Background: an optimization exercise with open tools, aiming at small area, a short achievable clock period and few clock cycles per item. Do not read the settings as production practice.
At most, simulation tests tie the RTL to the original design; equivalence was not proved.
Only the layout flow was run in runs 3 to 6; the RTL was not checked for function there.
Power figures rest on the tool's default switching activity, not on a simulated workload.

**design/flow/run.sh**
```bash
#!/bin/bash
# synth_recipe.tcl (not shown) runs the flow's synth.tcl, then flattens the netlist and writes it again
# the make line also repeats each setting of config.mk as NAME=value (left out here)
make -C /OpenROAD-flow-scripts/flow DESIGN_CONFIG=/design/flow/config.mk WORK_HOME=/design/flow/orfs CLKGATE_MAP_FILE= SYNTH_SCRIPT=/design/flow/synth_recipe.tcl finish
```
**design/flow/config.mk**
```make
export PLATFORM = sky130hd
export DESIGN_NAME = moving_average_deviation_alarm
export DESIGN_NICKNAME = moving_average_deviation_alarm
export VERILOG_FILES = /design/flow/design.v
export SDC_FILE = /design/flow/constraint.sdc
export NUM_CORES = 4
export LEC_CHECK = 0
export CAP_MARGIN = 20
export CORE_MARGIN = 2
export CORE_UTILIZATION = 65
export SETUP_SLACK_MARGIN = 2.5
export SLEW_MARGIN = 20
```
**design/flow/constraint.sdc**
```tcl
create_clock -name core_clock -period 5.5 [get_ports {clk}]
set_input_delay 1.1000 -clock core_clock [delete_from_list [all_inputs] [get_ports {clk}]]
set_output_delay 1.1000 -clock core_clock [all_outputs]
set_load 0.01 [all_outputs]
```
**design/flow/design.v**
```verilog
package mada_pkg;
  localparam int WINDOW_SIZE_DEFAULT = 20;
  localparam int SAMPLE_W            = 12;
  localparam int PERIOD_W            = 8;
  localparam int CFG_INDEX_W         = 4;
  localparam int CFG_DATA_W          = 12;
endpackage
module moving_average_deviation_alarm #(
  parameter int WINDOW_SIZE = mada_pkg::WINDOW_SIZE_DEFAULT
) (
  input  logic        clk,
  input  logic        rst,
  input  logic        in_valid,
  output logic        in_stall,
  input  logic [11:0] sample,
  output logic        out_valid,
  input  logic        out_stall,
  output logic [11:0] average,
  output logic [11:0] deviation,
  output logic        alarm,
  output logic        report_due,
  output logic        initialized,
  input  logic        cfg_valid,
  output logic        cfg_ready,
  input  logic [3:0]  cfg_index,
  input  logic [11:0] cfg_data
);
  localparam logic [351:0] DIV_HI = 352'b1100011001011000000000101110010111011001100110101100100101001100101010000000010011001011100100110011000110010010000110010100000000000111100101101110011001011011001000110011001001100000000010110010110101001100101001100100010001100100100000000000111001011001100110010010110010000100110010001000000000001100101100010011001000011001000000011001000000000000;
  localparam logic [383:0] DIV_Y = 384'b000000000000000000000000000000000000000000000000000000000000000000000000000000000000000000000000000000000000000000000000000000000000000000000000000000000000000000000000111000110100110011110010110001110000101100101011101010101001101000100100100011100010100001100000011100011011011010011001011000010100010011010010010001010000001100001011001010001001001000000100000011000010000001000000;
  logic [11:0] thr, vlo, vhi;
  logic [7:0]  per;
  assign cfg_ready = 1'b1;
  always_ff @(posedge clk) begin
    if (rst) begin
      thr <= 12'd32;
      vlo <= 12'd16;
      vhi <= 12'd1600;
      per <= 8'd10;
    end else if (cfg_valid) begin
      case (cfg_index)
        4'd0: thr <= cfg_data;
        4'd1: vlo <= cfg_data;
        4'd2: vhi <= cfg_data;
        4'd3: per <= cfg_data[7:0];
        default: ;
      endcase
    end
  end
  logic        adv, acc;
  logic        skid_v;
  logic [11:0] skid_d;
  logic [11:0] in_w, sbi;
  logic [10:0] dhi;
  logic [5:0]  yi;
  assign adv      = !(out_valid && out_stall);
  assign in_stall = skid_v;
  assign acc      = in_valid && !skid_v;
  always_ff @(posedge clk) begin
    if (rst) skid_v <= 1'b0;
    else     skid_v <= !adv && (skid_v || acc);
  end
  always_ff @(posedge clk) begin
    if (!skid_v) skid_d <= sample;
  end
  assign in_w = skid_v ? skid_d : sample;
  assign sbi  = {~in_w[11], in_w[10:0]};
  assign dhi  = DIV_HI[11*sbi[11:7] +: 11];
  assign yi   = {3'd0, dhi[2:0]} + {1'b0, sbi[6:2]};
  logic        v0;
  logic [11:0] s0;
  logic [7:0]  qh0;
  logic [5:0]  y0;
  logic [7:0]  cnt;
  logic [5:0]  dy;
  logic [7:0]  q0;
  logic [4:0]  r0;
  logic        inr0, rep0;
  always_ff @(posedge clk) begin
    if (rst) v0 <= 1'b0;
    else if (adv) v0 <= skid_v || acc;
  end
  always_ff @(posedge clk) begin
    if (adv) begin
      s0  <= in_w;
      qh0 <= dhi[10:3];
      y0  <= yi;
    end
  end
  assign dy = DIV_Y[6*y0 +: 6];
  assign q0 = qh0 + {5'd0, dy[5:3]};
  assign r0 = {dy[2:0], s0[1:0]};
  logic [4:0]        rtail_n;
  logic signed [5:0] dr0;
  assign dr0  = $signed({1'b0, r0}) - $signed({1'b0, rtail_n});
  assign inr0 = ($signed(s0) > $signed(vlo)) && ($signed(s0) < $signed(vhi));
  assign rep0 = (cnt >= per);
  always_ff @(posedge clk) begin
    if (rst) cnt <= 8'd0;
    else if (adv && v0) cnt <= rep0 ? 8'd1 : cnt + 8'd1;
  end
  logic        v1, inr1, rep1;
  logic [7:0]  q1;
  logic [4:0]  r1;
  logic signed [5:0] dr1;
  logic [11:0] s1;
  always_ff @(posedge clk) begin
    if (rst) v1 <= 1'b0;
    else if (adv) v1 <= v0;
  end
  always_ff @(posedge clk) begin
    if (adv) begin
      q1   <= q0;
      r1   <= r0;
      dr1  <= dr0;
      s1   <= s0;
      inr1 <= inr0;
      rep1 <= rep0;
    end
  end
  logic [7:0]        wq [0:19];
  logic [4:0]        wr [0:19];
  logic [4:0]        kcnt;
  logic              kfull;
  logic              filled;
  logic [4:0]        R;
  logic              fill, upd, push;
  logic [7:0]        qt_n;
  logic signed [6:0] rx;
  logic              cp, cn;
  logic [4:0]        rn;
  logic [8:0]        x1;
  assign fill  = v1 && !filled && inr1;
  assign upd   = v1 && filled;
  assign push  = adv && v1;
  assign qt_n    = !push ? wq[19] : (fill ? q1 : (kfull ? wq[18] : wq[19]));
  assign rtail_n = !push ? wr[19] : (fill ? r1 : (kfull ? wr[18] : wr[19]));
  assign rx    = $signed({2'b0, R}) + 7'(dr1);
  assign cn    = rx[6];
  assign cp    = !rx[6] && (rx >= 7'sd20);
  assign rn    = cn ? 5'(rx + 7'sd20) : (cp ? 5'(rx - 7'sd20) : rx[4:0]);
  assign x1    = {1'b0, q1} - {1'b0, wq[19]};
  always_ff @(posedge clk) begin
    if (push) begin
      wq[0] <= q1;
      wr[0] <= r1;
      for (int i = 1; i < 19; i++) begin
        wq[i] <= wq[i-1];
        wr[i] <= wr[i-1];
      end
      wq[19] <= qt_n;
      wr[19] <= rtail_n;
    end
  end
  always_ff @(posedge clk) begin
    if (rst) filled <= 1'b0;
    else if (adv && fill) filled <= 1'b1;
  end
  always_ff @(posedge clk) begin
    if (adv) begin
      if (fill) begin
        kcnt  <= 5'd0;
        kfull <= 1'b0;
        R     <= 5'd0;
      end else if (upd) begin
        R <= rn;
        if (!kfull) kcnt <= kcnt + 5'd1;
        if (kcnt == 5'd18) kfull <= 1'b1;
      end
    end
  end
  logic        v2, fill2, upd2, cp2, cn2, rep2, init2;
  logic [8:0]  x2;
  logic [11:0] s2;
  logic [11:0] Q;
  always_ff @(posedge clk) begin
    if (rst) v2 <= 1'b0;
    else if (adv) v2 <= v1;
  end
  always_ff @(posedge clk) begin
    if (adv) begin
      fill2 <= fill;
      upd2  <= upd;
      x2    <= x1;
      cp2   <= cp;
      cn2   <= cn;
      s2    <= s1;
      rep2  <= rep1;
      init2 <= filled || fill;
    end
  end
  always_ff @(posedge clk) begin
    if (adv) begin
      if (fill2) Q <= {~s2[11], s2[10:0]};
      else if (upd2) Q <= Q + {{3{x2[8]}}, x2} + {11'd0, cp2} - {11'd0, cn2};
    end
  end
  logic        v3, upd3, rep3, init3, rnz3;
  logic [11:0] s3;
  always_ff @(posedge clk) begin
    if (rst) v3 <= 1'b0;
    else if (adv) v3 <= v2;
  end
  always_ff @(posedge clk) begin
    if (adv) begin
      upd3  <= upd2;
      s3    <= s2;
      rep3  <= rep2;
      init3 <= init2;
      rnz3  <= (R != 5'd0);
    end
  end
  logic        corr, zero, thr0, junk0;
  logic [11:0] sb3, avgb;
  logic [12:0] dpos, dng;
  logic [11:0] dev;
  logic [13:0] ua, ub, uc, s1v, c1v, t1;
  logic [13:0] va, vb, vc, vd, s2v, c2v, p2v, g2v, t2;
  logic        junk1, junk2;
  assign corr = !Q[11] && rnz3;
  assign sb3  = {~s3[11], s3[10:0]};
  assign avgb = Q + {11'd0, corr};
  assign {dpos, junk0} = {1'b0, sb3, 1'b1} + {1'b1, ~Q, !corr};
  assign dng  = {1'b0, Q} + {1'b1, ~sb3} + {11'd0, corr, !corr};
  assign thr0 = (thr == 12'd0);
  assign zero = !upd3 || (s3 == 12'd0) || (Q == 12'h800 && !corr) || (Q == 12'h7FF && corr);
  assign dev  = zero ? 12'd0 : (dpos[12] ? dng[11:0] : dpos[11:0]);
  assign ua  = {2'b00, sb3};
  assign ub  = {2'b11, ~Q};
  assign uc  = {2'b11, ~thr};
  assign s1v = ua ^ ub ^ uc;
  assign c1v = (ua & ub) | (ua & uc) | (ub & uc);
  assign {t1, junk1} = {s1v, 1'b1} + {c1v[12:0], !corr, 1'b1};
  assign va  = {2'b00, Q};
  assign vb  = {2'b11, ~sb3};
  assign vc  = {2'b11, ~thr};
  assign s2v = va ^ vb ^ vc;
  assign c2v = (va & vb) | (va & vc) | (vb & vc);
  assign vd  = {c2v[12:0], 1'b0};
  assign p2v = s2v ^ vd ^ {12'd0, corr, !corr};
  assign g2v = (s2v & vd) | (s2v & {12'd0, corr, !corr}) | (vd & {12'd0, corr, !corr});
  assign {t2, junk2} = {p2v, 1'b1} + {g2v[12:0], 1'b0, 1'b1};
  always_ff @(posedge clk) begin
    if (rst) out_valid <= 1'b0;
    else if (adv) out_valid <= v3;
  end
  always_ff @(posedge clk) begin
    if (adv) begin
      average     <= upd3 ? (avgb ^ 12'h800) : 12'd0;
      deviation   <= dev;
      alarm       <= thr0 || (!zero && (!t1[13] || !t2[13]));
      report_due  <= rep3;
      initialized <= init3;
    end
  end
endmodule
```
==> results of run 1 <==
-- timing repair --
item | 4_1_cts | 5_1_grt
buffers inserted | 37 | 24
setup endpoints to repair | 180 | 82
pin swaps | 18 | 28
resized for setup | 32 | 38
cloned | 3 | 2
-- metrics by stage --
| stage | TNS, ns | area, sq um | utilization, % |
|---|---|---|---|
| 6_report | 0 | 25100 | 76.8 |
| 5_1_grt | 0 | 25100 | 76.8 |
| 4_1_cts | 0 | 24800 | 75.9 |
| 3_5_place_dp | 0 | 22900 | 70.0 |
| 3_3_place_gp | 0 | 22900 | 70.0 |
| 2_1_floorplan | -134.72 | 21800 | - |
-- critical path: stages (launching register included) --
cell       delay, ns
edfxtp_1        0.45
nor2b_4         0.19
fa_1            0.50
ha_2            0.20
inv_2           0.04
fa_2            0.36
nor2b_4         0.14
o2111ai_2       0.12
a31oi_1         0.26
nor2_1          0.10
o311ai_1        0.31
mux2i_1         0.13
mux2i_1         0.13
-- cells in the mapped netlist, types with 7 or more instances --
library cell,instances,area (sq um)
nand2b_1,21,131
mux2i_1,26,260
and3_1,7,43.8
nor4_1,15,93.8
o211ai_1,14,105
inv_1,165,619
and2_1,18,113
nor3_1,9,45.0
nand3_1,22,110
dfxtp_1,71,1420
a211oi_1,8,60.1
nor2_1,83,312
o21a_1,15,113
edfxtp_1,409,12300
fa_1,36,721
nand4_1,10,62.6
mux2_2,10,113
nand2_1,170,638
nor2b_1,13,81.3
xor2_1,27,236
xnor2_1,39,342
a21oi_1,101,505
or3_1,9,56.3
a22oi_1,7,52.6
ha_1,159,1990
o21ai_0,54,270
clkbuf_1,27,101
a21o_1,25,188
-- logic make-up (layout without fill, tap and decap cells) --
logic type	Yosys count	after routing	synth area share, %
and+or+nand+nor	387	388	8.14
xor gates and xnor gates	66	66	2.67
muxes	40	40	2.01
adders and majority gates	195	195	12.5
buffers and inverters	203	386	3.60
DFF	480	480	63.2
other	1	1	0.0173
AOI/OAI and AO/OA	273	274	7.85
-- routing by layer --
layer,wire (microns),GRT usage [%],vias up
met5,12,0,-
met4,1360,7.91,2
met3,2380,3.61,95
met2,20200,39.2,378
met1,18700,33.8,6228
li1,-,-,6180
-- sequential cells by signal, summed over array words and instances, names as in the netlist, 9 cells and up --
name,cells
Q,12
average,12
deviation,12
s0,12
s1,10
s2,12
s3,12
skid_d,12
thr,12
vhi,12
vlo,12
wq,160
wr,100
x2,9
-- layout make-up --
type                    instances  area (sq um)  area share, %
inverters                     167           653           2.60
clock inverters                25           243          0.967
repair buffers                131          1200           4.78
flip-flops and latches        480         13700           54.6
well taps                     442           553           2.20
repair inverters                1          5.00         0.0199
clock buffers                  62          1250           4.99
multi-input cells             964          7490           29.8
-- final timing paths --
path	cells past startpoint	slack (ns)	startpoint	to
max	12	2.32	rnz3	deviation[11]
min	0	0.41	wq[12][2]	wq[13][2]
max reg2reg	12	2.32	rnz3	deviation[11]
min reg2reg	0	0.41	wq[12][2]	wq[13][2]
-- power groups by stage --
stage               Sequential (mW)  Combinational (mW)  Clock, mW
CTS                            4.44                2.07       3.19
finish                         4.43                2.17       3.12
global placement               4.52                1.83          0
global route                   4.45                2.43       3.32
detailed placement             4.53                1.90          0
floorplan                      4.43                1.50          0
==> results.cfg, run 1 <==
[run_status]
status = complete, no violations

[routing]
avgViaCountPerCell = 5.67
postRouteAntennaNets = 0
wl_per_cell_microns = 18.8
dr.pass1.iters = 5
wl_mm = 42.7
route.detailed.drc = 0
first_iter_violations = 920
route.vias.total = 12883

[cts]
hold_buffers = 0
numCtsBuffers = 47
clk_path_buf_depth = 3
clock_latency_ns = 0.56
clock-root-buffer = clkbuf_16
cts_tree = yes
cts.sinks = 480
htreeDepth = 2
clk_pin_slew_ns = 0.07

[timing]
final_hold_viol_count = 0
slew_headroom_pct = 50.5
worst_pin_slew_ns = 0.736
setup_viol = 0
slew_violations = 0
fmax_mhz = 315
rsz0062_at_grt = yes
final.period_utilization_pct = 57.8
post-route-min-period_ns = 3.18
fin_skew_ns = 0.0242
hold_ws_ns = 0.412
fin_ws_ns = 2.32

[critical_path]
endpoint_kind = register
path_max_fanout = 6
startpoint_type = register
worst_ep_arrival_time_ns = 3.48
cp.required_ns = 5.81
crit_type = reg -> reg

[synth]
ys_seq_elements = 480
avgSynthCellArea_sq_um = 13.2
seq_area_frac_synth_pct = 63.2
synth_edf_count = 409
syn_nets = 1873
netlist_instances = 1645
yosysWarnings = 3
synth_ff_type = edfxtp_1
synth.distinct_cells = 72
synth_area_sq_mm = 0.0217
ys_async_sr_fraction_pct = 0

[cells_and_area]
area.growth.synth_to_final_pct = 15.8
nets = 2020
layout_common_cells = edfxtp_1, nand2_1, inv_1, ha_1, a21oi_1
n_fill_cell = 2060
mostFrequentLayoutCell = edfxtp_1
final_cells = 2272
drive_gt1_share_pct = 12.0
diodes = 0

[die]
core_sq_mm = 0.0327
initial_core_util_pct = 66.3
die_height_microns = 187
fp-row-count = 66
die_x_microns = 187
num_io_pins = 63
dieArea_sq_mm = 0.0348

[grt]
grt_pass1_vias = 12573
grt_pass1_wl_mm = 66.0
grt_max_degree = 90
grt_util_all_layers_pct = 24.1
grt-ovfl-total = 0
antenna_found_initial = 1

[placed_design]
place_inst = 2119
portBuffers = 61
gp_congestion = 0.910
dp_hpwl_mm = 26.3
place_ws_ns = 1.31

[pwr]
swShare_pct = 27.5
power.leakage_nw = 9.76
power.share.clock_pct = 32.1
combPwrFrac_pct = 22.3
peakVddDrop_mv = 0.255
total_power_mw = 9.73
p_int_mw = 7.05
cellPowerDensity_mw_per_mm2 = 388
p_sw_mw = 2.68
seqPwrFrac_pct = 45.6

[flow_run]
maxCapViolCount = 0

[hold_path]
hold_class = reg -> reg
Testbench counts, summed over its fixed seeds: cycles 3,240, items 3,200.
==> run 2, diff against run 1 <==
--- a/design/flow/config.mk
+++ b/design/flow/config.mk
@@ -8,5 +8,5 @@
 export CAP_MARGIN = 20
 export CORE_MARGIN = 2
 export CORE_UTILIZATION = 65
-export SETUP_SLACK_MARGIN = 2.5
+export SETUP_SLACK_MARGIN = 3.0
 export SLEW_MARGIN = 20
==> results.cfg, run 2 <==
[run_status]
status = complete, no violations

[cells_and_area]
reg_top3 = wq (160), wr (100)
nets = 2076
diodes = 0
mostFrequentLayoutCell = edfxtp_1
area.growth.synth_to_final_pct = 19.8
fin_util_pct = 79.4
layout_common_cells = edfxtp_1, nand2_1, inv_1, ha_1, buf_4
n_fill_cell = 1935
final_design_area_no_fill_sq_mm = 0.0260
seq_area_sq_mm = 0.0137
multiInputGateArea_sq_mm = 0.00797
final_cells = 2323
largest_reg_flops = 160
top_register = wq
drive_gt1_share_pct = 19.2

[timing]
post-route-min-period_ns = 3.06
final.period_utilization_pct = 55.6
setup_viol = 0
rsz0062_at_grt = yes
worst_pin_slew_ns = 0.902
fin_skew_ns = 0.0308
slew_violations = 0
slew_headroom_pct = 39.9
fmax_mhz = 327
final_hold_viol_count = 0
hold_ws_ns = 0.414

[grt]
grt_max_degree = 100
grt_pass1_wl_mm = 67.2
grt_util_all_layers_pct = 24.5
grt-ovfl-total = 0
antenna_found_initial = 1
grt_pass1_vias = 12737

[die]
core_sq_mm = 0.0327
initial_core_util_pct = 66.3
die_x_microns = 187
die_height_microns = 187
num_io_pins = 63
dieArea_sq_mm = 0.0348
fp-row-count = 66

[synth]
yosysWarnings = 3
synth_area_leaders = edfxtp_1, ha_1, dfxtp_1, fa_1, nand2_1
synth.distinct_cells = 72
synth_area_sq_mm = 0.0217
synth_edf_count = 409
ys_async_sr_fraction_pct = 0
synth_most_common_cell = edfxtp_1
netlist_instances = 1645
synth_ff_type = edfxtp_1
synth_common_cells = edfxtp_1, nand2_1, inv_1
avgSynthCellArea_sq_um = 13.2
syn_nets = 1873
synth_top_area_share_pct = 56.7
yosysTopAreaCell = edfxtp_1
ys_seq_elements = 480
seq_area_frac_synth_pct = 63.2

[critical_path]
r2r-start = Q[1]
rr_endpoint = deviation[11]
path_max_fanout = 2
worstRegToRegCells = 12
startpoint_type = register
endpoint_kind = register
worst_ep_arrival_time_ns = 3.36
rrSetupSlack_ns = 2.44
crit_path_max_incr_delay_ns = 0.54
cp_top_family = adder cells
crit_slowest_cell = fa_1
crit_type = reg -> reg
crit_buf_inv = 2
cp.required_ns = 5.81
cp_cell_sequence = buf_4, fa_1, ha_2, inv_2, fa_2, nor2b_4, o2111ai_2, a31oi_2, nor2_1, o311ai_1, mux2i_1, mux2i_1
cp_common_cell = mux2i_1

[placed_design]
dp_hpwl_mm = 26.8
gp_congestion = 0.874
portBuffers = 61
place_area_sq_mm = 0.0230
place_inst = 2121

[pwr]
cellPowerDensity_mw_per_mm2 = 394
p_sw_mw = 2.90
power.leakage_nw = 10.2
swShare_pct = 28.4
power.share.clock_pct = 29.8
seqPwrFrac_pct = 43.4
p_int_mw = 7.32
combPwrFrac_pct = 26.8
total_power_mw = 10.2
peakVddDrop_mv = 0.307

[routing]
route.vias.total = 13084
first_iter_violations = 917
wl_per_cell_microns = 19.0
route.detailed.drc = 0
dr.pass1.iters = 6
wl_mm = 44.0
avgViaCountPerCell = 5.63
postRouteAntennaNets = 0

[cts]
cts_tree = yes
clock_latency_ns = 0.57
numCtsBuffers = 45
clk_path_buf_depth = 3
cts.sinks = 480
htreeDepth = 2
clock-root-buffer = clkbuf_16
clk_pin_slew_ns = 0.06

[hold_path]
hold_class = reg -> reg
whs_path_depth = 0
min_to = wq[11][3]
holdCritStartpoint = wq[10][3]

[flow_run]
maxCapViolCount = 0
-- run 2: cell counts after synthesis --
No cell type changed its count.
-- run 2: how the worst max path moves through the flow --
stage / cells after the start / end / startpoint / slack (ns)
after CTS: 12 / deviation[11] / rnz3 / 2.42
after global placement: 12 / y0[4] / sample[9] / 1.65
after floorplan: 12 / dr1[4] / out_stall / -1.67
after global routing: 12 / deviation[11] / rnz3 / 2.29
final: 12 / deviation[11] / Q[1] / 2.44
after detailed placement: 13 / dr1[4] / out_stall / 1.51
-- run 2: power groups by stage --
stage | sequential [mW] | clock (mW) | combinational, mW
floorplan | 4.43 | 0 | 1.59
global placement | 4.53 | 0 | 1.93
detailed placement | 4.54 | 0 | 1.98
CTS | 4.44 | 3.11 | 2.37
global route | 4.45 | 3.26 | 3.01
finish | 4.43 | 3.05 | 2.74
-- run 2: logic make-up after synthesis --
| logic type | after synthesis | synth area share (%) |
|---|---|---|
| flops | 480 | 63.2 |
| buf+inv | 203 | 3.60 |
| xor+xnor | 66 | 2.67 |
| simple gates | 387 | 8.14 |
| other cells | 1 | 0.0173 |
| fa+ha+maj | 195 | 12.5 |
| mux | 40 | 2.01 |
| compound gates | 273 | 7.85 |
-- run 2: metrics by stage --
step	setup WS [ns]	TNS (ns)
2_1_floorplan	-1.67	-134.72
3_3_place_gp	1.65	0
3_5_place_dp	1.51	0
4_1_cts	2.42	0
5_1_grt	2.29	0
6_report	2.44	0
-- run 2: layer usage --
layer	wire length, microns	global-route usage [%]	share of wire [%]	vias to the layer above
li1	-	-	-	6253
met1	18600	33.6	42	6353
met2	21800	40.8	50	388
met3	2490	3.84	5.6	90
met4	1190	7.39	2.7	0
met5	0	0	0	-
-- run 2: area by class of cell --
cell class	count	share of cell area, %
Timing Repair Buffer	189	6.24
Tap cell	442	2.13
Clock buffer	51	4.51
Clock inverter	29	1.08
Multi-Input combinational cell	964	30.7
Sequential cell	480	52.8
Inverter	167	2.50
Timing Repair inverter	1	0.0193
-- run 2: worst reg2reg max path, cell delays in order (launching register included) --
cell       delay (ns)
edfxtp_1         0.41
buf_4            0.17
fa_1             0.54
ha_2             0.19
inv_2            0.05
fa_2             0.37
nor2b_4          0.14
o2111ai_2        0.14
a31oi_2          0.20
nor2_1           0.09
o311ai_1         0.24
mux2i_1          0.13
mux2i_1          0.13
-- run 2: repair_timing --
| action | 4_1_cts | 5_1_grt |
|---|---|---|
| hold buffers | 0 | 0 |
| setup endpoints to repair | 406 | 94 |
| cloned | 4 | 0 |
| pin swaps | 50 | 65 |
| gates resized for setup | 116 | 87 |
| buffers inserted | 75 | 43 |
==> run 3, diff against run 2 <==
--- a/design/flow/design.v
+++ b/design/flow/design.v
@@ -209,36 +209,32 @@
       rnz3  <= (R != 5'd0);
     end
   end
-  logic        corr, zero, thr0, junk0;
-  logic [11:0] sb3, avgb;
-  logic [12:0] dpos, dng;
+  logic        corr, dneg, zero, thr0, junk0, junk1, junk2;
+  logic [11:0] sb3, avgb, dx;
+  logic [12:0] d;
   logic [11:0] dev;
-  logic [13:0] ua, ub, uc, s1v, c1v, t1;
-  logic [13:0] va, vb, vc, vd, s2v, c2v, p2v, g2v, t2;
-  logic        junk1, junk2;
+  logic [13:0] ua, ub, uc, va, vb, vc, s1v, c1v, s2v, c2v, t1, t2;
   assign corr = !Q[11] && rnz3;
   assign sb3  = {~s3[11], s3[10:0]};
   assign avgb = Q + {11'd0, corr};
-  assign {dpos, junk0} = {1'b0, sb3, 1'b1} + {1'b1, ~Q, !corr};
-  assign dng  = {1'b0, Q} + {1'b1, ~sb3} + {11'd0, corr, !corr};
+  assign {d, junk0} = {1'b0, sb3, 1'b1} + {1'b1, ~Q, !corr};
+  assign dneg = d[12];
+  assign dx   = dneg ? ~d[11:0] : d[11:0];
   assign thr0 = (thr == 12'd0);
   assign zero = !upd3 || (s3 == 12'd0) || (Q == 12'h800 && !corr) || (Q == 12'h7FF && corr);
-  assign dev  = zero ? 12'd0 : (dpos[12] ? dng[11:0] : dpos[11:0]);
+  assign dev  = zero ? 12'd0 : dx + {11'd0, dneg};
   assign ua  = {2'b00, sb3};
   assign ub  = {2'b11, ~Q};
   assign uc  = {2'b11, ~thr};
   assign s1v = ua ^ ub ^ uc;
   assign c1v = (ua & ub) | (ua & uc) | (ub & uc);
   assign {t1, junk1} = {s1v, 1'b1} + {c1v[12:0], !corr, 1'b1};
-  assign va  = {2'b00, Q};
+  assign va  = {2'b00, avgb};
   assign vb  = {2'b11, ~sb3};
   assign vc  = {2'b11, ~thr};
   assign s2v = va ^ vb ^ vc;
   assign c2v = (va & vb) | (va & vc) | (vb & vc);
-  assign vd  = {c2v[12:0], 1'b0};
-  assign p2v = s2v ^ vd ^ {12'd0, corr, !corr};
-  assign g2v = (s2v & vd) | (s2v & {12'd0, corr, !corr}) | (vd & {12'd0, corr, !corr});
-  assign {t2, junk2} = {p2v, 1'b1} + {g2v[12:0], 1'b0, 1'b1};
+  assign {t2, junk2} = {s2v, 1'b1} + {c2v[12:0], 1'b1, 1'b1};
   always_ff @(posedge clk) begin
     if (rst) out_valid <= 1'b0;
     else if (adv) out_valid <= v3;
--- a/design/flow/config.mk
+++ b/design/flow/config.mk
@@ -7,6 +7,6 @@
 export LEC_CHECK = 0
 export CAP_MARGIN = 20
 export CORE_MARGIN = 2
-export CORE_UTILIZATION = 65
+export CORE_UTILIZATION = 40
 export SETUP_SLACK_MARGIN = 3.0
 export SLEW_MARGIN = 20
==> results.cfg, run 3 <==
[run_status]
status = complete, no violations

[cells_and_area]
n_fill_cell = 4477
fin_util_pct = 50.7
drive_gt1_share_pct = 24.4
mostFrequentLayoutCell = edfxtp_1
layout_common_cells = edfxtp_1, inv_1, buf_4, nor2_1, ha_1
nets = 2004
reg_top3 = wq (160), wr (100)
largest_reg_flops = 160
area.growth.synth_to_final_pct = 25.5
top_register = wq
diodes = 0

[pwr]
seqPwrFrac_pct = 43.0
p_sw_mw = 2.91
swShare_pct = 28.2
power.share.clock_pct = 31.7
peakVddDrop_mv = 0.218
p_int_mw = 7.39
power.leakage_nw = 10.3
combPwrFrac_pct = 25.4
cellPowerDensity_mw_per_mm2 = 387

[die]
die_height_microns = 234
core_sq_mm = 0.0524
die_x_microns = 234
num_io_pins = 63
dieArea_sq_mm = 0.0548
fp-row-count = 84
initial_core_util_pct = 40.4

[grt]
grt-ovfl-total = 0
antenna_found_initial = 0
grt_util_all_layers_pct = 15.9
grt_pass1_wl_mm = 67.8
grt_pass1_vias = 12429
grt_max_degree = 93

[placed_design]
dp_hpwl_mm = 27.4
portBuffers = 61
place_ws_ns = 1.33
gp_congestion = 0.888

[cts]
htreeDepth = 2
cts.sinks = 480
clk_pin_slew_ns = 0.06
cts_tree = yes
hold_buffers = 0
clock-root-buffer = clkbuf_16
clock_latency_ns = 0.59
clk_path_buf_depth = 3
numCtsBuffers = 51

[critical_path]
cp_cell_sequence = nor2b_4, ha_4, ha_4, nand2_1, nor2_2, nand2_2, xnor2_2, fa_1, inv_1, ha_1, a21oi_2, o221ai_1, a21oi_1, o2111ai_1, a2bb2oi_1
cp_common_cell = ha_4
rrSetupSlack_ns = 2.28
crit_path_max_incr_delay_ns = 0.51
startpoint_type = register
path_max_fanout = 4
worstRegToRegCells = 15
worst_ep_arrival_time_ns = 3.55
cp.required_ns = 5.83
crit_slowest_cell = fa_1
crit_type = reg -> reg
endpoint_kind = register

[routing]
route.vias.total = 12665
first_iter_violations = 820
wl_per_cell_microns = 17.1
dr.pass1.iters = 7
postRouteAntennaNets = 0
avgViaCountPerCell = 4.98
wl_mm = 43.4
route.detailed.drc = 0

[timing]
fin_ws_ns = 2.28
worst_pin_slew_ns = 0.985
final.period_utilization_pct = 58.6
rsz0062_at_grt = yes
slew_violations = 0
post-route-min-period_ns = 3.22
setup_viol = 0
fmax_mhz = 310
slew_headroom_pct = 34.4
hold_ws_ns = 0.411
final_hold_viol_count = 0
fin_skew_ns = 0.0122

[synth]
ys_seq_elements = 480
seq_area_frac_synth_pct = 64.7
netlist_instances = 1566
yosysTopAreaCell = edfxtp_1
synth_area_leaders = edfxtp_1, ha_1, dfxtp_1, fa_1, inv_1
synth_ff_type = edfxtp_1
synth_common_cells = edfxtp_1, inv_1, nor2_1
synth_area_sq_mm = 0.0212
synth_most_common_cell = edfxtp_1
ys_async_sr_fraction_pct = 0
avgSynthCellArea_sq_um = 13.5
synth.distinct_cells = 76
syn_nets = 1758
synth_edf_count = 409
yosysWarnings = 3
synth_top_area_share_pct = 58.0

[flow_run]
maxCapViolCount = 0

[hold_path]
whs_path_depth = 0
hold_class = reg -> reg
## run 3: metrics by stage
stage                     cell area, sq um  total power, mW  TNS [ns]  std cells
final                                26600             10.3         0       2542
after global routing                 26600             10.8         0       2542
after CTS                            25900             10.1         0       2493
after detailed placement             23000             6.49         0       2289
after global placement               23000             6.43         0       2288
after floorplan                      21600             6.00   -134.72       1566
## run 3: kinds of logic after synthesis
| kind of cell | synth area share, % |
|---|---|
| AO/OA/AOI/OAI | 7.75 |
| XOR/XNOR | 3.09 |
| adder cells (fa/ha/maj) | 10.5 |
| buffers and inverters | 3.50 |
| flip-flops | 64.7 |
| multiplexers | 2.81 |
| other | 0.0177 |
| AND/OR/NAND/NOR | 7.66 |
## run 3: path summary, 6_finish.rpt
kind,end,start
setup / recovery,alarm,Q[11]
hold reg to reg,wq[1][3],wq[0][3]
setup reg to reg,alarm,Q[11]
hold / removal,wq[1][3],wq[0][3]
## run 3: final cells by class
class | instances | area, sq um | area share (%)
Clock buffer | 61 | 1350 | 5.09
Sequential cell | 480 | 13700 | 51.6
Tap cell | 688 | 861 | 3.24
Timing Repair Buffer | 224 | 1990 | 7.50
Clock inverter | 34 | 251 | 0.946
Timing Repair inverter | 2 | 10.0 | 0.0376
Inverter | 161 | 654 | 2.46
Multi-Input combinational cell | 892 | 7750 | 29.1
## run 3: power groups by stage
stage	clock network, mW	logic, mW	registers [mW]
after floorplan	0	1.57	4.43
after global placement	0	1.90	4.52
final	3.26	2.61	4.42
after CTS	3.36	2.33	4.43
after detailed placement	0	1.96	4.52
after global routing	3.50	2.91	4.44
## run 3: repair_timing
action                                  CTS  global route
endpoints found under the setup margin  425            51
buffers inserted                        101            49
gates resized for setup                 160            74
pin swaps                                80            80
cloned                                    8             0
## run 3: critical path: cells and delay by family (launching register included)
kind	cells	cell delay, ns
buf+inv	1	0.05
compound gates	5	0.67
fa+ha+maj	4	1.13
flops	1	0.45
xor+xnor	1	0.16
simple gates	4	0.48
## run 3: layer usage
layer / GRT usage [%] / part of all wire, % / vias up
met5: 0 / 0 / -
met4: 5.42 / 2.7 / 0
met3: 2.42 / 4.2 / 84
met2: 25.1 / 47 / 246
met1: 22.4 / 47 / 6194
li1: - / - / 6141
==> run 4, diff against run 3 <==
--- a/design/flow/config.mk
+++ b/design/flow/config.mk
@@ -8,5 +8,5 @@
 export CAP_MARGIN = 20
 export CORE_MARGIN = 2
 export CORE_UTILIZATION = 40
-export SETUP_SLACK_MARGIN = 3.0
+export SETUP_SLACK_MARGIN = 2.5
 export SLEW_MARGIN = 20
==> results.cfg, run 4 <==
[die]
initial_core_util_pct = 40.4
core_sq_mm = 0.0524
die_x_microns = 234
num_io_pins = 63
die_height_microns = 234
fp-row-count = 84
dieArea_sq_mm = 0.0548

[cells_and_area]
reg_top3 = wq (160), wr (100)
top_register = wq
mostFrequentLayoutCell = edfxtp_1
drive_gt1_share_pct = 17.6
largest_reg_flops = 160
area.growth.synth_to_final_pct = 20.9
final_cells = 2480
nets = 1945
layout_common_cells = edfxtp_1, inv_1, nor2_1, ha_1, buf_4
diodes = 0

[critical_path]
cp.required_ns = 5.83
worst_ep_arrival_time_ns = 3.66
crit_slowest_cell = or4_4
startpoint_type = register
endpoint_kind = register
crit_path_max_incr_delay_ns = 0.54
crit_type = reg -> reg
r2r-start = Q[1]
cp_cell_sequence = inv_2, ha_4, a21oi_4, o21ai_4, a311oi_4, o31ai_4, buf_6, nor2_4, ha_4, inv_2, or4_4, nor3_4, nand4_1, a21oi_2, nor3_2
cp-startpoint = Q[1]
path_max_fanout = 4

[cts]
clk_pin_slew_ns = 0.07
htreeDepth = 2
clock_latency_ns = 0.61
clock-root-buffer = clkbuf_16
hold_buffers = 0
cts.sinks = 480
clk_path_buf_depth = 3
cts_tree = yes
numCtsBuffers = 50

[synth]
synth_most_common_cell = edfxtp_1
ys_async_sr_fraction_pct = 0
ys_seq_elements = 480
synth.distinct_cells = 76
synth_area_leaders = edfxtp_1, ha_1, dfxtp_1, fa_1, inv_1
synth_common_cells = edfxtp_1, inv_1, nor2_1
yosysTopAreaCell = edfxtp_1
seq_area_frac_synth_pct = 64.7
synth_edf_count = 409
synth_top_area_share_pct = 58.0
avgSynthCellArea_sq_um = 13.5
syn_nets = 1758
synth_ff_type = edfxtp_1
synth_area_sq_mm = 0.0212
yosysWarnings = 3
netlist_instances = 1566

[routing]
avgViaCountPerCell = 4.97
postRouteAntennaNets = 0
route.vias.total = 12332
route.detailed.drc = 0
wl_per_cell_microns = 16.9
wl_mm = 42.0
dr.pass1.iters = 5
first_iter_violations = 798

[run_status]
status = complete, no violations

[grt]
antenna_found_initial = 0
grt-ovfl-total = 0
grt_max_degree = 180
grt_pass1_vias = 12026
grt_pass1_wl_mm = 65.3
grt_util_all_layers_pct = 15.4

[placed_design]
gp_congestion = 0.870
portBuffers = 61
place_inst = 2289
dp_hpwl_mm = 27.6

[timing]
final_hold_viol_count = 0
slew_headroom_pct = 39.9
rsz0062_at_grt = yes
slew_violations = 0
setup_tns_ns = 0
worst_pin_slew_ns = 0.902
setup_viol = 0
fin_skew_ns = 0.0296
fmax_mhz = 300
post-route-min-period_ns = 3.33
final.period_utilization_pct = 60.5

[pwr]
power.leakage_nw = 9.76
cellPowerDensity_mw_per_mm2 = 386
peakVddDrop_mv = 0.236

[flow_run]
maxCapViolCount = 0

[hold_path]
hold_class = reg -> reg
holdCritStartpoint = wr[17][2]
## run 4: cell counts after synthesis
No cell type changed its count.
## run 4: cells by family (layout without fill, tap and decap cells)
family | after synthesis | in the layout | synth area share [%]
other | 1 | 1 | 0.0177
XOR/XNOR | 74 | 74 | 3.09
multiplexers | 57 | 57 | 2.81
flip-flops | 480 | 480 | 64.7
adder cells (fa/ha/maj) | 159 | 159 | 10.5
AO/OA/AOI/OAI | 250 | 250 | 7.75
AND/OR/NAND/NOR | 350 | 351 | 7.66
buffers and inverters | 195 | 420 | 3.50
## run 4: timing repair
| action | in CTS | in global routing |
|---|---|---|
| endpoints found under the setup margin | 90 | 25 |
| endpoints found under the hold margin | 0 | 0 |
| buffers inserted | 46 | 52 |
| cloned | 2 | 0 |
| gates resized for setup | 39 | 52 |
| pin swaps | 13 | 31 |
## run 4: final timing paths
path	to	slack (ns)	depth (start not counted)
worst max-delay path	deviation[10]	2.17	15
worst min-delay path	wr[18][2]	0.41	0
worst max register to register	deviation[10]	2.17	15
worst min register to register	wr[18][2]	0.41	0
## run 4: routing by layer
metal | up-vias | track usage, % | wire [microns]
met4 | 0 | 4.19 | 891
met3 | 71 | 3.21 | 1790
met5 | - | 0 | 0
met1 | 6034 | 21.6 | 19800
met2 | 221 | 24.2 | 19500
li1 | 6006 | - | -
## run 4: area by class of cell
| type | count | area [sq um] |
|---|---|---|
| Fill cell | 4552 | 26800 |
| Sequential cell | 480 | 13700 |
| Multi-Input combinational cell | 892 | 7340 |
| Timing Repair Buffer | 167 | 1440 |
| Clock buffer | 58 | 1280 |
| Tap cell | 688 | 861 |
| Inverter | 161 | 642 |
| Clock inverter | 33 | 325 |
| Timing Repair inverter | 1 | 5.00 |
## run 4: report_power, final
| group | internal (mW) | switching (mW) |
|---|---|---|
| combinational | 1.01 | 1.15 |
| clock | 1.87 | 1.41 |
| sequential | 4.27 | 0.164 |
| total | 7.15 | 2.73 |
## run 4: critical path: cells and delay by family (launching register included)
kind / cells / cell delay [ns]
fa+ha+maj: 2 / 0.39
flops: 1 / 0.40
simple gates: 5 / 0.98
buf+inv: 3 / 0.30
compound gates: 5 / 0.98
## run 4: through the flow
step	worst slack (ns)	power (mW)	utilization, %	hold slack [ns]	instance area, sq um
final	2.17	9.88	48.8	0.414	25600
after global placement	1.42	6.35	43.7	0.401	22900
after detailed placement	1.37	6.42	43.7	0.405	22900
after CTS	2.15	9.89	47.7	0.417	25000
after global routing	2.02	10.4	48.8	0.418	25600
after floorplan	-1.67	5.93	-	0.400	21500
==> run 5, diff against run 4 <==
--- a/design/flow/config.mk
+++ b/design/flow/config.mk
@@ -7,6 +7,6 @@
 export LEC_CHECK = 0
 export CAP_MARGIN = 20
 export CORE_MARGIN = 2
-export CORE_UTILIZATION = 40
+export CORE_UTILIZATION = 65
 export SETUP_SLACK_MARGIN = 2.5
 export SLEW_MARGIN = 20
==> results.cfg, run 5 <==
[run_status]
status = complete, no violations

[cells_and_area]
multiInputGateArea_sq_mm = 0.00737
layout_common_cells = edfxtp_1, inv_1, nor2_1, ha_1
diodes = 0
reg_top3 = wq (160), wr (100)
n_fill_cell = 1929
drive_gt1_share_pct = 16.8
top_register = wq
seq_area_sq_mm = 0.0137
area.growth.synth_to_final_pct = 18.9
final_design_area_no_fill_sq_mm = 0.0252
largest_reg_flops = 160
mostFrequentLayoutCell = edfxtp_1
final_cells = 2223
nets = 1937

[synth]
yosysWarnings = 3
yosysTopAreaCell = edfxtp_1
synth_area_sq_mm = 0.0212
seq_area_frac_synth_pct = 64.7
ys_seq_elements = 480
avgSynthCellArea_sq_um = 13.5
synth_most_common_cell = edfxtp_1
synth.distinct_cells = 76
synth_ff_type = edfxtp_1
synth_common_cells = edfxtp_1, inv_1, nor2_1
synth_top_area_share_pct = 58.0
ys_async_sr_fraction_pct = 0
synth_area_leaders = edfxtp_1, ha_1, dfxtp_1, fa_1, inv_1
netlist_instances = 1566
synth_edf_count = 409
syn_nets = 1758

[routing]
postRouteAntennaNets = 0
wl_per_cell_microns = 18.5
dr.pass1.iters = 4
route.vias.total = 12404
first_iter_violations = 985
route.detailed.drc = 0
avgViaCountPerCell = 5.58
wl_mm = 41.2

[critical_path]
crit_type = reg -> reg
startpoint_type = register
path_max_fanout = 4
crit_path_max_incr_delay_ns = 0.49
cp_cell_sequence = nor2b_4, ha_4, ha_4, nand2_1, nor2_2, nand4_1, xnor2_2, fa_1, inv_1, ha_1, nand4_1, o221ai_1, a21oi_1, o2111ai_1, a2bb2oi_1
crit_slowest_cell = fa_1
endpoint_kind = register
cp.required_ns = 5.82
worst_ep_arrival_time_ns = 3.58

[timing]
final.period_utilization_pct = 59.3
final_hold_viol_count = 0
setup_viol = 0
fmax_mhz = 307
worst_pin_slew_ns = 0.819
slew_headroom_pct = 45.4
slew_violations = 0
hold_ws_ns = 0.411
fin_skew_ns = 0.0120
rsz0062_at_grt = yes
post-route-min-period_ns = 3.26

[cts]
htreeDepth = 2
clk_path_buf_depth = 3
numCtsBuffers = 48
cts.sinks = 480
cts_tree = yes
clk_pin_slew_ns = 0.06
clock-root-buffer = clkbuf_16
clock_latency_ns = 0.59

[die]
core_sq_mm = 0.0323
dieArea_sq_mm = 0.0341
fp-row-count = 66
die_x_microns = 185
initial_core_util_pct = 65.6
num_io_pins = 63
die_height_microns = 185

[grt]
grt_pass1_vias = 12039
grt_max_degree = 146
grt_util_all_layers_pct = 24.6
grt-ovfl-total = 0
grt_pass1_wl_mm = 64.1
antenna_found_initial = 0

[placed_design]
dp_hpwl_mm = 25.5
place_area_sq_mm = 0.0226
gp_congestion = 0.884
portBuffers = 61
place_inst = 2044

[pwr]
peakVddDrop_mv = 0.286
cellPowerDensity_mw_per_mm2 = 391
power.leakage_nw = 9.70

[flow_run]
maxCapViolCount = 0

[hold_path]
hold_class = reg -> reg
==> run 5: repair_timing <==
action / 4_1_cts / 5_1_grt
setup buffers: 46 / 45
cloned: 1 / 1
gates resized for setup: 42 / 53
pin swaps: 18 / 37
setup endpoints to repair: 127 / 29
hold buffers: 0 / 0
==> run 5: report_power, final <==
| group | internal [mW] | total (mW) | leakage [nW] | switching [mW] |
|---|---|---|---|---|
| logic | 1.04 | 2.24 | 4.40 | 1.20 |
| registers | 4.27 | 4.43 | 4.57 | 0.165 |
| clock network | 1.83 | 3.18 | 0.734 | 1.35 |
==> run 5: worst paths after layout <==
| check | start | to | slack [ns] | cells after the start |
|---|---|---|---|---|
| worst max-delay path | Q[11] | alarm | 2.24 | 15 |
| worst min-delay path | wq[4][2] | wq[5][2] | 0.41 | 0 |
| worst max register to register | Q[11] | alarm | 2.24 | 15 |
| worst min register to register | wq[4][2] | wq[5][2] | 0.41 | 0 |
==> run 5: kinds of logic after synthesis <==
kind of cell               count (synthesis)  share of synthesized area (%)
AOI/OAI and AO/OA                        250                           7.75
xor gates and xnor gates                  74                           3.09
adders and majority gates                159                           10.5
buffers and inverters                    195                           3.50
DFF                                      480                           64.7
muxes                                     57                           2.81
other                                      1                         0.0177
and+or+nand+nor                          350                           7.66
==> run 5: area by class of cell <==
class	count	area share, %
inverter	161	2.52
clock inverter	24	1.00
timing repair buffer	162	5.57
tap	442	2.20
sequential	480	54.4
multi-input combinational	892	29.2
clock buffer	62	5.06
==> run 5: routing by layer <==
metal / routed length [microns] / track usage (%) / vias to the layer above / share of wire [%]
met4: 1090 / 8.51 / 0 / 2.6
met1: 18400 / 33.9 / 6045 / 45
met5: 0 / 0 / - / 0
met2: 19900 / 40.4 / 290 / 48
li1: - / - / 5995 / -
met3: 1860 / 3.71 / 74 / 4.5
==> run 5: stage by stage <==
step / power (mW) / setup WS (ns) / setup TNS (ns) / utilization [%]
2_1_floorplan: 5.93 / -1.67 / -134.72 / -
3_3_place_gp: 6.33 / 1.46 / 0 / 70.1
3_5_place_dp: 6.39 / 1.37 / 0 / 70.1
4_1_cts: 9.71 / 2.16 / 0 / 76.3
5_1_grt: 10.3 / 2.05 / 0 / 78.0
6_report: 9.85 / 2.24 / 0 / 78.0
==> run 5: critical path: cells and delay by family (launching register included) <==
family / cells / cell delay, ns
fa+ha+maj: 4 / 1.08
buf+inv: 1 / 0.05
compound gates: 4 / 0.56
xor+xnor: 1 / 0.18
simple gates: 5 / 0.66
flops: 1 / 0.46
==> run 6, diff against run 5 <==
--- a/design/flow/config.mk
+++ b/design/flow/config.mk
@@ -8,5 +8,6 @@
 export CAP_MARGIN = 20
 export CORE_MARGIN = 2
 export CORE_UTILIZATION = 65
+export CTS_BUF_LIST = sky130_fd_sc_hd__clkbuf_4 sky130_fd_sc_hd__clkbuf_8
 export SETUP_SLACK_MARGIN = 2.5
 export SLEW_MARGIN = 20
==> results.cfg, run 6 <==
[routing]
route.vias.total = 12411
dr.pass1.iters = 7
postRouteAntennaNets = 0
wl_mm = 39.3
wl_per_cell_microns = 17.4
avgViaCountPerCell = 5.49
route.detailed.drc = 0
first_iter_violations = 915

[cts]
clock_latency_ns = 0.62
htreeDepth = 3
clk_pin_slew_ns = 0.07
cts_tree = yes
hold_buffers = 0
cts.sinks = 480
clk_path_buf_depth = 3
clock-root-buffer = clkbuf_8
numCtsBuffers = 76

[cells_and_area]
area.growth.synth_to_final_pct = 18.3
layout_common_cells = edfxtp_1, inv_1, nor2_1, ha_1, nand2_1
reg_top3 = wq (160), wr (100)
drive_gt1_share_pct = 19.1
nets = 1958
seq_area_sq_mm = 0.0137
fin_util_pct = 77.6
final_cells = 2260
final_design_area_no_fill_sq_mm = 0.0251
mostFrequentLayoutCell = edfxtp_1
diodes = 0
largest_reg_flops = 160
n_fill_cell = 1947
top_register = wq
multiInputGateArea_sq_mm = 0.00730

[flow_run]
maxCapViolCount = 0

[die]
num_io_pins = 63
fp-row-count = 66
dieArea_sq_mm = 0.0341
die_height_microns = 185
core_sq_mm = 0.0323
die_x_microns = 185
initial_core_util_pct = 65.6

[synth]
seq_area_frac_synth_pct = 64.7
synth_edf_count = 409
syn_nets = 1758
netlist_instances = 1566
synth_area_sq_mm = 0.0212
synth_top_area_share_pct = 58.0
synth_mux_area_share_pct = 2.81
yosysWarnings = 3
ys_seq_elements = 480
synth_ff_type = edfxtp_1
avgSynthCellArea_sq_um = 13.5
synth_common_cells = edfxtp_1, inv_1, nor2_1
synth_most_common_cell = edfxtp_1
ys_async_sr_fraction_pct = 0
synth_area_leaders = edfxtp_1, ha_1, dfxtp_1, fa_1, inv_1
synth-adder-area-share_pct = 10.5
synthSimpleGateAreaFrac_pct = 7.66
synthXorXnorAreaFrac_pct = 3.09
synth_top_family_by_area = adder cells
synth_compound_area_share_pct = 7.75
yosysTopAreaCell = edfxtp_1
synth.distinct_cells = 76

[grt]
grt-ovfl-total = 0
antenna_found_initial = 0
grt_max_degree = 146
grt_util_all_layers_pct = 23.5
grt_pass1_wl_mm = 61.5
grt_pass1_vias = 11834

[timing]
setup_viol = 0
hold_ws_ns = 0.405
rsz0062_at_grt = yes
fmax_mhz = 306
slew_violations = 0
worst_pin_slew_ns = 0.811
fin_ws_ns = 2.23
final.period_utilization_pct = 59.5
slew_headroom_pct = 45.9
final_hold_viol_count = 0
post-route-min-period_ns = 3.27
fin_skew_ns = 0.0426
setup_tns_ns = 0

[pwr]
peakVddDrop_mv = 0.306
power.leakage_nw = 9.69
cellPowerDensity_mw_per_mm2 = 382
total_power_mw = 9.58

[critical_path]
cp.required_ns = 5.85
endpoint_kind = register
crit_path_max_incr_delay_ns = 0.49
path_max_fanout = 4
startpoint_type = register
crit_type = reg -> reg
cp_cell_sequence = nor2b_4, ha_4, ha_4, nand2_1, nor2_2, nand2_1, xnor2_2, fa_1, inv_1, ha_1, a21oi_2, o221ai_2, a21oi_1, o2111ai_1, a2bb2oi_1
crit_slowest_cell = fa_1
worst_ep_arrival_time_ns = 3.62

[placed_design]
place_area_sq_mm = 0.0226
gp_congestion = 0.884
portBuffers = 61
place_inst = 2044
place_ws_ns = 1.37
dp_hpwl_mm = 25.5

[run_status]
status = complete, no violations

[hold_path]
hold_class = reg -> reg
## run 6: cell counts after synthesis
No cell type changed its count.
## run 6: cell families (layout without fill, tap and decap cells)
family / after synthesis / after routing
mux: 57 / 57
buf+inv: 195 / 447
fa+ha+maj: 159 / 159
other cells: 1 / 1
xor+xnor: 74 / 74
simple gates: 350 / 350
compound gates: 250 / 250
flops: 480 / 480
## run 6: area by class of cell
cell class,instances,area share [%]
sequential,480,54.7
clock inverter,23,0.784
multi-input combinational,891,29.1
clock buffer,107,5.23
timing repair buffer,156,5.44
inverter,161,2.53
tap,442,2.21
## run 6: where the power goes
part | leakage [nW] | switching (mW) | total [mW] | internal (mW)
Combinational | 4.34 | 1.16 | 2.17 | 1.01
Sequential | 4.57 | 0.163 | 4.43 | 4.27
Clock | 0.784 | 1.31 | 2.98 | 1.67
## run 6: worst max-delay path: cells and delay by family, from the launching register on
kind | cells | cell delay, ns
AND/OR/NAND/NOR | 4 | 0.55
buffers and inverters | 1 | 0.04
XOR/XNOR | 1 | 0.18
AO/OA/AOI/OAI | 5 | 0.67
adder cells (fa/ha/maj) | 4 | 1.11
flip-flops | 1 | 0.46
## run 6: worst paths after layout
path | endpoint | startpoint | depth (start not counted) | slack (ns)
worst max-delay path | alarm | Q[11] | 15 | 2.23
worst min register to register | wq[13][1] | wq[12][1] | 0 | 0.40
worst min-delay path | wq[13][1] | wq[12][1] | 0 | 0.40
worst max register to register | alarm | Q[11] | 15 | 2.23
## run 6: timing repair
item / CTS / global route
gates resized for setup: 37 / 47
pin swaps: 16 / 34
endpoints found under the hold margin: 0 / 0
cloned: 0 / 1
endpoints found under the setup margin: 126 / 169
setup buffers: 44 / 41
## run 6: per-layer routing
layer | vias to the layer above | global-route usage (%) | wire length, microns
met3 | 74 | 4.17 | 1760
li1 | 6043 | - | -
met4 | 0 | 8.80 | 949
met5 | - | 0 | 0
met1 | 6007 | 33.0 | 18000
met2 | 287 | 37.3 | 18600
==> run 7, diff against run 6 <==
--- a/design/flow/design.v
+++ b/design/flow/design.v
@@ -196,6 +196,7 @@
   end
   logic        v3, upd3, rep3, init3, rnz3;
   logic [11:0] s3;
+  logic [12:0] nsb3;
   always_ff @(posedge clk) begin
     if (rst) v3 <= 1'b0;
     else if (adv) v3 <= v2;
@@ -204,37 +205,38 @@
     if (adv) begin
       upd3  <= upd2;
       s3    <= s2;
+      nsb3  <= 13'd0 - {1'b0, ~s2[11], s2[10:0]};
       rep3  <= rep2;
       init3 <= init2;
       rnz3  <= (R != 5'd0);
     end
   end
-  logic        corr, dneg, zero, thr0, junk0, junk1, junk2;
-  logic [11:0] sb3, avgb, dx;
-  logic [12:0] d;
+  logic        corr, zero, thr0, junk0, junk1, junk2, junk3;
+  logic [11:0] sb3, avgb;
+  logic [12:0] dpos, dng;
   logic [11:0] dev;
-  logic [13:0] ua, ub, uc, va, vb, vc, s1v, c1v, s2v, c2v, t1, t2;
+  logic [13:0] ua, ub, uc, s1v, c1v, t1;
+  logic [13:0] va, vb, vc, s2v, c2v, t2;
   assign corr = !Q[11] && rnz3;
   assign sb3  = {~s3[11], s3[10:0]};
   assign avgb = Q + {11'd0, corr};
-  assign {d, junk0} = {1'b0, sb3, 1'b1} + {1'b1, ~Q, !corr};
-  assign dneg = d[12];
-  assign dx   = dneg ? ~d[11:0] : d[11:0];
+  assign {dpos, junk0} = {1'b0, sb3, 1'b1} + {1'b1, ~Q, !corr};
+  assign {dng, junk3}  = {1'b0, Q, corr} + {nsb3, corr};
   assign thr0 = (thr == 12'd0);
   assign zero = !upd3 || (s3 == 12'd0) || (Q == 12'h800 && !corr) || (Q == 12'h7FF && corr);
-  assign dev  = zero ? 12'd0 : dx + {11'd0, dneg};
+  assign dev  = zero ? 12'd0 : (dpos[12] ? dng[11:0] : dpos[11:0]);
   assign ua  = {2'b00, sb3};
   assign ub  = {2'b11, ~Q};
   assign uc  = {2'b11, ~thr};
   assign s1v = ua ^ ub ^ uc;
   assign c1v = (ua & ub) | (ua & uc) | (ub & uc);
   assign {t1, junk1} = {s1v, 1'b1} + {c1v[12:0], !corr, 1'b1};
-  assign va  = {2'b00, avgb};
-  assign vb  = {2'b11, ~sb3};
+  assign va  = {2'b00, Q};
+  assign vb  = {nsb3[12], nsb3};
   assign vc  = {2'b11, ~thr};
   assign s2v = va ^ vb ^ vc;
   assign c2v = (va & vb) | (va & vc) | (vb & vc);
-  assign {t2, junk2} = {s2v, 1'b1} + {c2v[12:0], 1'b1, 1'b1};
+  assign {t2, junk2} = {s2v, corr} + {c2v[12:0], 1'b1, corr};
   always_ff @(posedge clk) begin
     if (rst) out_valid <= 1'b0;
     else if (adv) out_valid <= v3;
--- a/design/flow/config.mk
+++ b/design/flow/config.mk
@@ -8,6 +8,7 @@
 export CAP_MARGIN = 20
 export CORE_MARGIN = 2
 export CORE_UTILIZATION = 65
-export CTS_BUF_LIST = sky130_fd_sc_hd__clkbuf_4 sky130_fd_sc_hd__clkbuf_8
-export SETUP_SLACK_MARGIN = 2.5
+export CTS_CLUSTER_DIAMETER = 80
+export CTS_CLUSTER_SIZE = 30
+export SETUP_SLACK_MARGIN = 3.3
 export SLEW_MARGIN = 20
==> results.cfg, run 7 <==
[run_status]
status = complete, no violations

[grt]
antenna_found_initial = 0
grt_pass1_vias = 13206
grt-ovfl-total = 0
grt_util_all_layers_pct = 25.4
grt_max_degree = 81
grt_pass1_wl_mm = 70.4

[synth]
synthSimpleGateAreaFrac_pct = 7.85
synth_top_family_by_area = adder cells
avgSynthCellArea_sq_um = 13.5
synth_common_cells = edfxtp_1, inv_1, ha_1
yosysWarnings = 3
synth-adder-area-share_pct = 11.0
synth.distinct_cells = 75
synth_top_area_share_pct = 57.1
synth_ff_type = edfxtp_1
netlist_instances = 1644
ys_async_sr_fraction_pct = 0
seq_area_frac_synth_pct = 63.5
syn_nets = 1852
synth_area_sq_mm = 0.0221
synth_most_common_cell = edfxtp_1
ys_seq_elements = 492
synth_area_leaders = edfxtp_1, ha_1, dfxtp_1, fa_1, inv_1
synthXorXnorAreaFrac_pct = 3.29
yosysTopAreaCell = edfxtp_1
synth_mux_area_share_pct = 2.82
synth_compound_area_share_pct = 7.86
synth_edf_count = 421

[cells_and_area]
multiInputGateArea_sq_mm = 0.00836
reg_top3 = wq (160), wr (100)
seq_area_sq_mm = 0.0141
mostFrequentLayoutCell = edfxtp_1
layout_common_cells = edfxtp_1, inv_1, buf_4, ha_1, nor2_1
drive_gt1_share_pct = 23.8
final_cells = 2324
largest_reg_flops = 160
nets = 2075
n_fill_cell = 1958
top_register = wq
diodes = 0
area.growth.synth_to_final_pct = 19.3

[cts]
numCtsBuffers = 23
htreeDepth = 1
clock_latency_ns = 0.57
hold_buffers = 0
cts.sinks = 492
clk_pin_slew_ns = 0.11
clock-root-buffer = clkbuf_16
clk_path_buf_depth = 3
cts_tree = yes

[placed_design]
gp_congestion = 0.907
place_inst = 2127
portBuffers = 61
place_ws_ns = 1.26
dp_hpwl_mm = 28.0

[timing]
final.period_utilization_pct = 52.5
fin_skew_ns = 0.0337
setup_tns_ns = 0
post-route-min-period_ns = 2.89
slew_violations = 0
final_hold_viol_count = 0
fin_ws_ns = 2.61
hold_ws_ns = 0.422
setup_viol = 0
slew_headroom_pct = 29.2
worst_pin_slew_ns = 1.06
fmax_mhz = 346
rsz0062_at_grt = yes

[critical_path]
cp_cell_sequence = buf_6, mux2_4, ha_4, nand2_2, o21ai_2, o211ai_1, o21ai_1, ha_2, fa_2, a21oi_2, nor2_2, xnor2_1
cp-startpoint = sample[7]
endpoint_kind = register
path_depth = 12
startpoint_type = input pin
crit_type = in -> reg
cp.required_ns = 5.81
worst_ep_arrival_time_ns = 3.19
crit_slowest_cell = fa_2
crit_path_max_incr_delay_ns = 0.37
path_max_fanout = 6
cp_top_family = adder cells
crit_buf_inv = 1
worstRegToRegCells = 13
r2r-start = skid_v

[routing]
wl_per_cell_microns = 20.2
avgViaCountPerCell = 5.81
route.detailed.drc = 0
postRouteAntennaNets = 0
first_iter_violations = 1114
dr.pass1.iters = 6
route.vias.total = 13504
wl_mm = 46.9

[die]
die_x_microns = 189
fp-row-count = 67
num_io_pins = 63
dieArea_sq_mm = 0.0355
die_height_microns = 189
initial_core_util_pct = 66.0
core_sq_mm = 0.0335

[flow_run]
maxCapViolCount = 0

[hold_path]
holdCritStartpoint = wr[12][1]
hold_class = reg -> reg
whs_path_depth = 0

[pwr]
seqPwrFrac_pct = 48.2
cellPowerDensity_mw_per_mm2 = 357
power.share.clock_pct = 21.2
p_sw_mw = 2.85
combPwrFrac_pct = 30.6
peakVddDrop_mv = 0.315
p_int_mw = 6.59
swShare_pct = 30.2
power.leakage_nw = 10.3
[run 7: cell types whose count changed in the layout (fill, tap and decap cells not counted), moves of 11 or more]
| cell | change |
|---|---|
| clkbuf_8 | -81 |
| buf_6 | +37 |
| clkdlybuf4s50_1 | -32 |
| buf_2 | +30 |
| buf_4 | +29 |
| clkbuf_4 | -26 |
| clkbuf_16 | +23 |
| nand2_1 | -22 |
| nor2_1 | -15 |
| o21ai_0 | -14 |
| edfxtp_1 | +12 |
| clkinv_1 | -11 |
| o21ai_2 | +11 |
[run 7: layer usage]
layer / global-route usage (%) / part of all wire, %
met5: 0 / 0
met4: 6.49 / 2.3
met3: 2.50 / 4.7
met2: 42.6 / 49
met1: 36.1 / 44
[run 7: area by class of cell]
| cell class | count | share of cell area [%] |
|---|---|---|
| multi-input cells | 951 | 31.7 |
| repair buffers | 226 | 7.46 |
| flip-flops and latches | 492 | 53.3 |
| inverters | 173 | 2.67 |
| clock buffers | 25 | 2.21 |
| well taps | 448 | 2.12 |
| clock inverters | 9 | 0.526 |
[run 7: final timing paths]
kind / endpoint / slack (ns)
worst min-delay path: wr[13][1] / 0.42
worst min register to register: wr[13][1] / 0.42
worst max register to register: y0[4] / 2.68
worst max-delay path: y0[4] / 2.61
[run 7: worst reg2reg max path, stage by stage, from the launching register on]
cell	delay, ns
dfxtp_4	0.43
buf_12	0.12
mux2i_4	0.26
clkinvlp_4	0.16
buf_6	0.17
nand2_1	0.08
o211ai_1	0.11
o211ai_1	0.13
o21ai_1	0.14
ha_2	0.22
fa_2	0.37
a21oi_2	0.17
nor2_2	0.06
xnor2_1	0.14
[run 7: what timing repair did]
action / CTS / global route
pin swaps: 84 / 69
setup endpoints to repair: 497 / 179
endpoints found under the hold margin: 0 / 0
resized for setup: 280 / 83
buffers inserted: 129 / 28
gates cloned: 5 / 1
[run 7: logic make-up (layout without fill, tap and decap cells)]
logic type                 Yosys count  count (layout)
AOI/OAI and AO/OA                  264             265
adders and majority gates          175             175
and+or+nand+nor                    366             369
xor gates and xnor gates            81              81
buffers and inverters              205             433
DFF                                492             492
muxes                               60              60
other                                1               1
[run 7: stage by stage]
| stage | util [%] | area (sq um) | power [mW] |
|---|---|---|---|
| after floorplan | - | 22500 | 6.19 |
| after global placement | 70.4 | 23600 | 6.63 |
| after detailed placement | 70.4 | 23600 | 6.71 |
| after CTS | 77.1 | 25800 | 9.16 |
| after global routing | 78.7 | 26400 | 9.86 |
| final | 78.7 | 26400 | 9.43 |
[run 7: power by group through the flow]
| stage | clock [mW] | sequential (mW) | combinational (mW) |
|---|---|---|---|
| final | 2.00 | 4.55 | 2.89 |
| after global routing | 2.15 | 4.57 | 3.15 |
| after CTS | 2.03 | 4.54 | 2.59 |
| after detailed placement | 0 | 4.66 | 2.06 |
| after global placement | 0 | 4.65 | 1.97 |
| after floorplan | 0 | 4.56 | 1.64 |
Testbench counts of run 7, summed over its fixed seeds: cycles 3,240, items 3,200.
==> run 8, diff against run 7 <==
--- a/design/flow/config.mk
+++ b/design/flow/config.mk
@@ -10,5 +10,5 @@
 export CORE_UTILIZATION = 65
 export CTS_CLUSTER_DIAMETER = 80
 export CTS_CLUSTER_SIZE = 30
-export SETUP_SLACK_MARGIN = 3.3
+export SETUP_SLACK_MARGIN = 2.5
 export SLEW_MARGIN = 20
==> results.cfg, run 8 <==
[timing]
fmax_mhz = 342
final_hold_viol_count = 0
setup_viol = 0
post-route-min-period_ns = 2.92
worst_pin_slew_ns = 1.04
fin_skew_ns = 0.0208
fin_ws_ns = 2.58
slew_violations = 0
rsz0062_at_grt = yes
final.period_utilization_pct = 53.1
slew_headroom_pct = 30.5

[routing]
first_iter_violations = 978
wl_mm = 41.2
avgViaCountPerCell = 5.68
postRouteAntennaNets = 0
dr.pass1.iters = 5
wl_per_cell_microns = 18.6
route.detailed.drc = 0
route.vias.total = 12610

[grt]
antenna_found_initial = 0
grt_util_all_layers_pct = 23.4
grt_pass1_vias = 12253
grt-ovfl-total = 0
grt_max_degree = 184
grt_pass1_wl_mm = 65.0

[critical_path]
endpoint_kind = register
startpoint_type = input pin
worst_ep_arrival_time_ns = 3.23
cp.required_ns = 5.81
crit_type = in -> reg
endpoint = y0[4]
rrSetupSlack_ns = 2.58
cp-startpoint = sample[7]
path_max_fanout = 4
worstRegToRegCells = 11
r2r-start = Q[3]
rr_endpoint = Q[11]

[cts]
numCtsBuffers = 24
clock_latency_ns = 0.57
htreeDepth = 1
clock-root-buffer = clkbuf_16
clk_pin_slew_ns = 0.10
hold_buffers = 0
cts_tree = yes
cts.sinks = 492
clk_path_buf_depth = 3

[synth]
synth.distinct_cells = 75
ys_seq_elements = 492
seq_area_frac_synth_pct = 63.5
synth_area_sq_mm = 0.0221
yosysTopAreaCell = edfxtp_1
syn_nets = 1852
avgSynthCellArea_sq_um = 13.5
synth_ff_type = edfxtp_1
synth_edf_count = 421
ys_async_sr_fraction_pct = 0
synth_common_cells = edfxtp_1, inv_1, ha_1
synth_area_leaders = edfxtp_1, ha_1, dfxtp_1, fa_1, inv_1
yosysWarnings = 3
netlist_instances = 1644
synth_top_area_share_pct = 57.1
synth_most_common_cell = edfxtp_1

[die]
dieArea_sq_mm = 0.0355
core_sq_mm = 0.0335
initial_core_util_pct = 66.0
fp-row-count = 67
num_io_pins = 63
die_x_microns = 189
die_height_microns = 189

[run_status]
status = complete, no violations

[pwr]
peakVddDrop_mv = 0.316
power.leakage_nw = 9.53
cellPowerDensity_mw_per_mm2 = 357

[cells_and_area]
area.growth.synth_to_final_pct = 12.0
mostFrequentLayoutCell = edfxtp_1
nets = 1965
seq_area_sq_mm = 0.0141
n_fill_cell = 2184
reg_top3 = wq (160), wr (100)
top_register = wq
largest_reg_flops = 160
layout_common_cells = edfxtp_1, inv_1, ha_1, nor2_1, nand2_1
drive_gt1_share_pct = 9.25
final_design_area_no_fill_sq_mm = 0.0248
multiInputGateArea_sq_mm = 0.00750
diodes = 0

[placed_design]
gp_congestion = 0.861
place_area_sq_mm = 0.0234
dp_hpwl_mm = 28.1
place_ws_ns = 1.40
portBuffers = 61

[hold_path]
hold_class = reg -> reg
holdCritStartpoint = wr[1][1]

[flow_run]
maxCapViolCount = 0
[run 8: changes by cell type in the layout (fill, tap and decap cells not counted), sizes merged]
cell,before,now
buf,199,58
clkdlybuf4s50,25,56
clkbuf,25,30
dlygate4sd2,1,4
bufinv,0,2
clkinv,3,5
clkinvlp,5,3
a32o,2,1
dlymetal6s2s,1,0
inv,174,175
nand2,90,89
or2,2,1
[run 8: per-layer routing]
metal	up-vias	GRT usage, %	wire, microns
met1	6136	34.1	18800
met3	54	2.81	1940
met2	308	38.3	19600
met4	0	5.71	909
li1	6112	-	-
met5	-	0	0
[run 8: critical path, cell delays in order]
cell and delay (ns):
dlygate4sd2_1 0.23, mux2_4 0.34, buf_12 0.15, ha_2 0.19, nor2_2 0.12, nor2_2 0.06
a211oi_2 0.21, a31oi_2 0.09, fa_2 0.39, a21oi_2 0.15, nor2_1 0.07, xnor2_1 0.13
[run 8: worst min-delay path by stage]
stage | end | cells past startpoint
finish | wr[2][1] | 0
global placement | s2[5] | 0
CTS | wr[2][1] | 0
detailed placement | wq[11][4] | 0
global route | wq[1][1] | 0
floorplan | init3 | 0
[run 8: stage by stage]
stage,utilization (%),power (mW),TNS (ns),hold slack (ns),instances
floorplan,-,6.06,-133.01,0.400,1644
global placement,69.7,6.50,0,0.400,2130
detailed placement,69.7,6.57,0,0.405,2131
CTS,73.1,8.80,0,0.417,2197
global route,73.9,9.31,0,0.426,2221
finish,73.9,8.86,0,0.418,2221
[run 8: kinds of logic after synthesis]
family	Yosys count	share of synthesized area, %
adders and majority gates	175	11.0
xor gates and xnor gates	81	3.29
buffers and inverters	205	3.60
muxes	60	2.82
and+or+nand+nor	366	7.85
AOI/OAI and AO/OA	264	7.86
DFF	492	63.5
other	1	0.0169
[run 8: report_power, final]
part	switching, mW	internal [mW]
Combinational	1.18	0.949
Sequential	0.179	4.37
Clock	1.21	0.973
Total	2.57	6.29
[run 8: timing repair]
action / in CTS / in global routing
hold endpoints to repair: 0 / 0
resized for setup: 19 / 28
buffers inserted: 23 / 24
pin swaps: 10 / 16
endpoints found under the setup margin: 94 / 93
cloned: 1 / 0
[run 8: area by class of cell]
type | count | share of cell area, %
Clock buffer | 30 | 2.60
Clock inverter | 12 | 0.874
Inverter | 173 | 2.75
Multi-Input combinational cell | 948 | 30.3
Sequential cell | 492 | 56.8
Tap cell | 448 | 2.26
Timing Repair Buffer | 118 | 4.46

==> port drivers added, routing unchanged <==
No port has a modelled driver above. Below, the same layouts with a new extraction and two added sets of constraints.
Step 1, drivers: a clkbuf_16 drives clk and a buf_2 each remaining input, both assumed.
Step 2 times the ports against the registers' clock, not the clock port: input delays grow and output delays shrink by t, the midpoint of the rising clock arrivals with the driver on.
a / b / c = ideal / step 1 / step 2; a / b = the first two.
run | shift t [ns] | setup WS [ns]
run 1 | 0.606 | 2.323 / 2.323 / 1.913
run 2 | 0.607 | 2.441 / 2.441 / 1.969
run 3 | 0.643 | 2.279 / 2.279 / 2.224
run 4 | 0.649 | 2.172 / 2.172 / 1.922
run 5 | 0.639 | 2.238 / 2.238 / 1.928
run 6 | 0.648 | 2.228 / 2.228 / 2.017
run 7 | 0.604 | 2.612 / 2.631 / 2.027
run 8 | 0.614 | 2.577 / 2.527 / 1.995
After both steps setup and hold are still met in every run listed.
